This is an optimization exercise on Yosys and OpenROAD, whose aim is small area, a short achievable clock period and few clock cycles per item, not a production implementation. The RTL was checked by simulation tests, not by an equivalence proof against the original design. Power and IR drop assume default switching activity.

--- flow/run.sh ---
#!/bin/bash
# synth_recipe.tcl (not shown) runs the flow's synth.tcl, then flattens the netlist and writes it again
# the make line also repeats each setting of config.mk as NAME=value (left out here)
make -C /OpenROAD-flow-scripts/flow DESIGN_CONFIG=/design/flow/config.mk WORK_HOME=/design/flow/orfs CLKGATE_MAP_FILE= SYNTH_SCRIPT=/design/flow/synth_recipe.tcl finish
--- flow/config.mk ---
export PLATFORM = sky130hd
export DESIGN_NAME = smult16_err_acc
export DESIGN_NICKNAME = smult16_err_acc
export VERILOG_FILES = /design/flow/design.v
export SDC_FILE = /design/flow/constraint.sdc
export NUM_CORES = 4
export LEC_CHECK = 0
export CAP_MARGIN = 20
export CORE_MARGIN = 2
export CORE_UTILIZATION = 40
export SLEW_MARGIN = 20
--- flow/constraint.sdc ---
create_clock -name core_clock -period 8.5 [get_ports {clk}]
set_input_delay 1.7000 -clock core_clock [delete_from_list [all_inputs] [get_ports {clk}]]
set_output_delay 1.7000 -clock core_clock [all_outputs]
set_load 0.01 [all_outputs]
--- flow/design.v ---
module smult16_err_acc #(
  parameter int WIDTH = 16,
  parameter int OUTW  = 32,
  parameter int CNTW  = 16,
  parameter int ACCW  = 48
) (
  input  logic              clk,
  input  logic              rst_n,
  input  logic              start,
  input  logic [CNTW-1:0]   num_samples,
  input  logic              in_valid,
  output logic              in_ready,
  input  logic [WIDTH-1:0]  op_a,
  input  logic [WIDTH-1:0]  op_b,
  input  logic [OUTW-1:0]   p_approx,
  output logic              busy,
  output logic              done,
  output logic [CNTW-1:0]   err_count,
  output logic [ACCW-1:0]   sum_err,
  output logic [ACCW-1:0]   sum_abs_err,
  output logic [OUTW:0]     max_abs_err,
  output logic              overflow
);
  localparam logic [1:0] ST_IDLE  = 2'd0;
  localparam logic [1:0] ST_RUN   = 2'd1;
  localparam logic [1:0] ST_DRAIN = 2'd2;
  localparam logic [1:0] ST_DONE  = 2'd3;
  logic [1:0]       state_q, state_d;
  logic [CNTW-1:0]  n_q, n_d;
  logic [CNTW-1:0]  acc_cnt_q, acc_cnt_d;
  logic             s1_valid_q, s1_valid_d;
  logic [OUTW-1:0]  s1_exact_q, s1_exact_d;
  logic [OUTW-1:0]  s1_approx_q, s1_approx_d;
  logic             s2_valid_q, s2_valid_d;
  logic [OUTW:0]    s2_diff_q, s2_diff_d;
  logic [OUTW:0]    s2_abs_q, s2_abs_d;
  logic [CNTW-1:0]  err_count_q, err_count_d;
  logic [ACCW-1:0]  sum_err_q, sum_err_d;
  logic [ACCW-1:0]  sum_abs_q, sum_abs_d;
  logic [OUTW:0]    max_abs_q, max_abs_d;
  logic             overflow_q, overflow_d;
  logic             accept;
  logic             clear_results;
  logic [CNTW-1:0]  acc_cnt_inc;
  logic [OUTW-1:0]  a_ext;
  logic [OUTW-1:0]  b_ext;
  logic [OUTW-1:0]  exact_prod;
  logic [OUTW:0]    diff;
  logic [ACCW-1:0]  diff_ext;
  logic [ACCW-1:0]  sum_err_nxt;
  logic             sum_err_wrap;
  logic [ACCW:0]    sum_abs_full;
  assign in_ready      = (state_q == ST_RUN) && (acc_cnt_q < n_q);
  assign accept        = in_ready && in_valid;
  assign clear_results = (state_q == ST_IDLE) && start;
  assign acc_cnt_inc   = acc_cnt_q + CNTW'(1);
  always_comb begin
    state_d   = state_q;
    n_d       = n_q;
    acc_cnt_d = acc_cnt_q;
    case (state_q)
      ST_IDLE: begin
        if (start) begin
          acc_cnt_d = '0;
          n_d       = num_samples;
          state_d   = (num_samples == '0) ? ST_DONE : ST_RUN;
        end
      end
      ST_RUN: begin
        if (accept) begin
          acc_cnt_d = acc_cnt_inc;
          if (acc_cnt_inc == n_q) begin
            state_d = ST_DRAIN;
          end
        end
      end
      ST_DRAIN: begin
        if (s2_valid_q && !s1_valid_q) begin
          state_d = ST_DONE;
        end
      end
      ST_DONE: begin
        state_d = ST_IDLE;
      end
      default: begin
        state_d = ST_IDLE;
      end
    endcase
  end
  always_comb begin
    a_ext       = {{(OUTW-WIDTH){op_a[WIDTH-1]}}, op_a};
    b_ext       = {{(OUTW-WIDTH){op_b[WIDTH-1]}}, op_b};
    exact_prod  = a_ext * b_ext;
    s1_valid_d  = accept;
    s1_exact_d  = s1_exact_q;
    s1_approx_d = s1_approx_q;
    if (accept) begin
      s1_exact_d  = exact_prod;
      s1_approx_d = p_approx;
    end
  end
  always_comb begin
    diff       = {s1_approx_q[OUTW-1], s1_approx_q} - {s1_exact_q[OUTW-1], s1_exact_q};
    s2_valid_d = s1_valid_q;
    s2_diff_d  = s2_diff_q;
    s2_abs_d   = s2_abs_q;
    if (s1_valid_q) begin
      s2_diff_d = diff;
      s2_abs_d  = diff[OUTW] ? (~diff + (OUTW+1)'(1)) : diff;
    end
  end
  always_comb begin
    diff_ext     = {{(ACCW-OUTW-1){s2_diff_q[OUTW]}}, s2_diff_q};
    sum_err_nxt  = sum_err_q + diff_ext;
    sum_err_wrap = (sum_err_q[ACCW-1] == diff_ext[ACCW-1]) &&
                   (sum_err_nxt[ACCW-1] != sum_err_q[ACCW-1]);
    sum_abs_full = {1'b0, sum_abs_q} + {{(ACCW-OUTW){1'b0}}, s2_abs_q};
    err_count_d  = err_count_q;
    sum_err_d    = sum_err_q;
    sum_abs_d    = sum_abs_q;
    max_abs_d    = max_abs_q;
    overflow_d   = overflow_q;
    if (clear_results) begin
      err_count_d = '0;
      sum_err_d   = '0;
      sum_abs_d   = '0;
      max_abs_d   = '0;
      overflow_d  = 1'b0;
    end else if (s2_valid_q) begin
      sum_err_d = sum_err_nxt;
      if (sum_err_wrap) begin
        overflow_d = 1'b1;
      end
      if (sum_abs_full[ACCW]) begin
        sum_abs_d  = '1;
        overflow_d = 1'b1;
      end else begin
        sum_abs_d = sum_abs_full[ACCW-1:0];
      end
      if (s2_abs_q > max_abs_q) begin
        max_abs_d = s2_abs_q;
      end
      if (s2_diff_q != '0) begin
        err_count_d = err_count_q + CNTW'(1);
      end
    end
  end
  always_ff @(posedge clk or negedge rst_n) begin
    if (!rst_n) begin
      state_q     <= ST_IDLE;
      n_q         <= '0;
      acc_cnt_q   <= '0;
      s1_valid_q  <= 1'b0;
      s1_exact_q  <= '0;
      s1_approx_q <= '0;
      s2_valid_q  <= 1'b0;
      s2_diff_q   <= '0;
      s2_abs_q    <= '0;
      err_count_q <= '0;
      sum_err_q   <= '0;
      sum_abs_q   <= '0;
      max_abs_q   <= '0;
      overflow_q  <= 1'b0;
    end else begin
      state_q     <= state_d;
      n_q         <= n_d;
      acc_cnt_q   <= acc_cnt_d;
      s1_valid_q  <= s1_valid_d;
      s1_exact_q  <= s1_exact_d;
      s1_approx_q <= s1_approx_d;
      s2_valid_q  <= s2_valid_d;
      s2_diff_q   <= s2_diff_d;
      s2_abs_q    <= s2_abs_d;
      err_count_q <= err_count_d;
      sum_err_q   <= sum_err_d;
      sum_abs_q   <= sum_abs_d;
      max_abs_q   <= max_abs_d;
      overflow_q  <= overflow_d;
    end
  end
  assign busy        = (state_q == ST_RUN) || (state_q == ST_DRAIN);
  assign done        = (state_q == ST_DONE);
  assign err_count   = err_count_q;
  assign sum_err     = sum_err_q;
  assign sum_abs_err = sum_abs_q;
  assign max_abs_err = max_abs_q;
  assign overflow    = overflow_q;
endmodule
==> notes.md <==
==> power groups by stage <==
stage / combinational (mW) / clock [mW] / sequential (mW)
2_1_floorplan: 5.09 / 0 / 1.51
3_3_place_gp: 6.81 / 0 / 1.51
3_5_place_dp: 6.88 / 0 / 1.51
4_1_cts: 6.91 / 1.63 / 1.48
5_1_grt: 7.90 / 1.69 / 1.48
6_report: 6.81 / 1.59 / 1.48
==> placed cells by master, fill, tap and decap left out, types with 7 or more instances in the layout <==
| master | synthesis | layout |
|---|---|---|
| nand2_1 | 380 | 379 |
| o21a_1 | 21 | 21 |
| fa_1 | 265 | 265 |
| buf_4 | 0 | 74 |
| nor2_1 | 253 | 253 |
| and3_1 | 45 | 45 |
| or3_1 | 17 | 17 |
| or2_2 | 8 | 8 |
| o22ai_1 | 7 | 7 |
| dfrtp_1 | 311 | 309 |
| inv_1 | 481 | 481 |
| a21o_1 | 97 | 97 |
| o31ai_1 | 13 | 13 |
| nor3_1 | 56 | 56 |
| clkdlybuf4s50_1 | 0 | 231 |
| o21ai_0 | 183 | 183 |
| nor3b_1 | 10 | 10 |
| ha_1 | 251 | 251 |
| and2_1 | 130 | 129 |
| a21boi_0 | 7 | 7 |
| nand4_1 | 36 | 36 |
| nand3_1 | 56 | 56 |
| and4_1 | 12 | 12 |
| a21oi_1 | 217 | 217 |
| a31oi_1 | 67 | 66 |
| xor2_1 | 64 | 64 |
| o21bai_1 | 23 | 23 |
| xnor2_1 | 114 | 114 |
| mux2_2 | 29 | 29 |
| o2111ai_1 | 8 | 8 |
| clkbuf_16 | 0 | 36 |
| nand2b_1 | 25 | 25 |
| mux2i_1 | 69 | 69 |
| nor4_1 | 21 | 21 |
| o211ai_1 | 12 | 12 |
| a211oi_1 | 17 | 17 |
| nor2b_1 | 29 | 29 |
==> area by class of cell <==
| cell class | count | area, µm² |
|---|---|---|
| clock buffers | 48 | 1010 |
| repair buffers | 307 | 2900 |
| flip-flops and latches | 311 | 7790 |
| multi-input cells | 2637 | 21000 |
| well taps | 1040 | 1300 |
| clock inverters | 16 | 188 |
| fillers | 7564 | 41200 |
| inverters | 483 | 1810 |
==> routing by layer <==
metal / GRT usage / routed length, µm
met5: 0 / 43
met4: 0.0555 / 2060
met3: 0.0246 / 3510
met2: 0.353 / 39200
met1: 0.291 / 38800
==> worst max-delay path: cells and delay by family <==
| family | cells | cell delay [ns] |
|---|---|---|
| xor+xnor | 1 | 0.16 |
| simple gates | 3 | 0.38 |
| buf+inv | 7 | 1.19 |
| fa+ha+maj | 7 | 3.41 |
| compound gates | 8 | 1.44 |
==> worst max path at each step <==
stage                           to  slack [ns]  cells past startpoint
finish              s1_exact_q[28]        0.61                     26
global placement    s1_exact_q[28]        0.12                     26
global route        s1_exact_q[28]        0.25                     26
CTS                 s1_exact_q[28]        0.60                     26
detailed placement  s1_exact_q[28]        0.04                     26
floorplan           s1_exact_q[31]        0.81                     25
==> through the flow <==
stage,util,area [µm²],cells,worst slack (ns),hold WS (ns)
global route,0.466,36000,4842,0.247,0.505
detailed placement,0.451,34800,4778,0.0353,0.469
CTS,0.466,36000,4842,0.604,0.485
floorplan,-,31100,3568,0.810,0.352
global placement,0.451,34800,4778,0.117,0.463
finish,0.466,36000,4842,0.606,0.479
==> sequential cells by signal, summed over array words and instances (netlist names) <==
register / cells
sum_err_q: 48
s2_abs_q: 32
s2_diff_q: 33
n_q: 16
s1_valid_q: 1
s1_approx_q: 32
overflow_q: 1
s1_exact_q: 32
max_abs_q: 33
state_q: 2
sum_abs_q: 48
s2_valid_q: 1
acc_cnt_q: 16
err_count_q: 16
==> cell families after synthesis <==
logic type | after synthesis | synth area share
xor+xnor | 179 | 0.0506
flops | 311 | 0.250
buf+inv | 620 | 0.0751
mux | 98 | 0.0327
fa+ha+maj | 516 | 0.271
simple gates | 1105 | 0.172
compound gates | 739 | 0.148
==> flow_summary.yaml <==
clock_network:
  h-tree-depth: 2
  clk_pin_slew_worst_paths_ns: 0.06
  hold_buffers: 0
  cts_tree: "built"
  ctsResizeCount: 0
  cts_setup_buffers: 0
  ctsLongestPathBuffers: 3
  root_buffer: "clkbuf_16"
  insertion_delay_ns: 0.56
  cts_buffers: 35
  cts.sinks: 311
global_route:
  first_global_vias: 24794
  grt_max_degree: 160
  grt_pass1_wl_um: 135000
  grt.overflow.total: 0
  antenna_found_initial: 3
  grt_usage: 0.211
sta:
  period_share: 0.929
  rsz0062_at_grt: "no"
  timing.fmax_ghz: 0.127
  tns_ns: 0
  slew_viol_final: 0
  setup_viol: 0
  fin_skew_ns: 0.0350
  hold_viol_final: 0
  relSlewSlack: 0.265
  max_slew.worst_pin.slew_ns: 1.10
  layout_min_cycle_time_ns: 7.89
power_and_ir_drop:
  p_seq_frac: 0.150
  pwr-share-comb: 0.690
  leakagePower_nw: 17.8
  power.total_mw: 9.88
  clkPwrFrac: 0.161
  swShare: 0.442
  power.net_switching_mw: 4.36
  powerDensity_mw_per_mm2: 274
  peakVddDrop_uv: 427
  p_int_mw: 5.51
logic_synthesis:
  synth.avg_cell_area_um2: 8.72
  syn_area_mm2: 0.0311
  ys_warn_count: 1
  synth_area_leaders: "dfrtp_1, fa_1, ha_1"
  netlist_top_cells_count: "inv_1, nand2_1, dfrtp_1"
  synth-seq-cells: 311
  synth.distinct_cells: 86
  async_flop_share: 1.00
  yosys.cell_count.top_type: "inv_1"
  synth_top_area_cell: "dfrtp_1"
  ys_seq_area_frac: 0.250
  synth_top_area_share: 0.250
  synth-edff-count: 0
  synth_top_flop_cell: "dfrtp_1"
  syn_inst: 3568
  synth_nets: 4168
hold_path:
  min_path_cells: 2
  min_to: "s1_approx_q[25]"
  hold_class: "flip-flop to flip-flop"
  min-delay-start: "s1_approx_q[25]"
floorplan:
  dieWidth_um: 283
  start_util: 0.403
  dieArea_mm2: 0.0800
  ioPinCount: 233
  core_region_area_mm2: 0.0772
  die_h_um: 283
  row_count: 102
worst_setup_path:
  path_class: "primary input to flip-flop"
  crit_fanout: 10
  cpPeakStageDelay_ns: 0.65
  critPathLaunch: "op_b[2]"
  rrSetupSlack_ns: 4.16
  rr_startpoint: "s1_approx_q[0]"
  startpoint_type: "primary input"
  required_ns: 8.88
  crit_slowest_cell: "clkdlybuf4s50_1"
  worst_setup_path_end_kind: "flip-flop"
  cp_common_cell: "fa_1"
  reg2reg_depth: 15
  crit_arrival_ns: 8.27
  r2r-end: "s2_abs_q[26]"
place:
  port_buffers: 232
  place.gp.congestion: 0.894
  hpwl_um: 67200
detailed_routing:
  wire_per_inst_um: 17.3
  antenna_left: 0
  drtIter0Drc: 1547
  post-route-drc-count: 0
  drt-pass1-iter-count: 5
  via_per_inst: 5.17
  drt-total-wl_um: 83600
  vias: 25056
final_layout:
  areaGrowthSynthToFinish_pct: 15.8
  num_antenna_cells: 0
  final_nets: 4375
  drive_above_1_share: 0.0547
status:
  status: "finished clean"
flow_run:
  maxCapViolations: 0
Testbench counts, summed over its fixed seeds: cycles 24,497, items 24,113.

## what the ideal ports hide
Ports are ideal in the flow. The routed layout listed here was re-timed in OpenROAD.
Step 1 assumes that a clkbuf_16 drives the clock port and a buf_2 every other input.
Step 2 adds t to the input delays and takes it off the output delays; t is the mean of the earliest and latest rising clock arrival at the registers after step 1. Input paths then give back, and output paths get back, about the clock's delay inside the block.
Three values: ideal, step 1, step 2; two values: the first two.
shift t [ns]: 0.607
slack for setup (ns): 0.606 / 0.648 / 0.040
worst slew at a driven data input, ns: 0.13
After both steps this run still meets setup and hold. For this run, drivers alone change the setup slack by +0.042 ns; drivers and shift together by -0.566 ns.
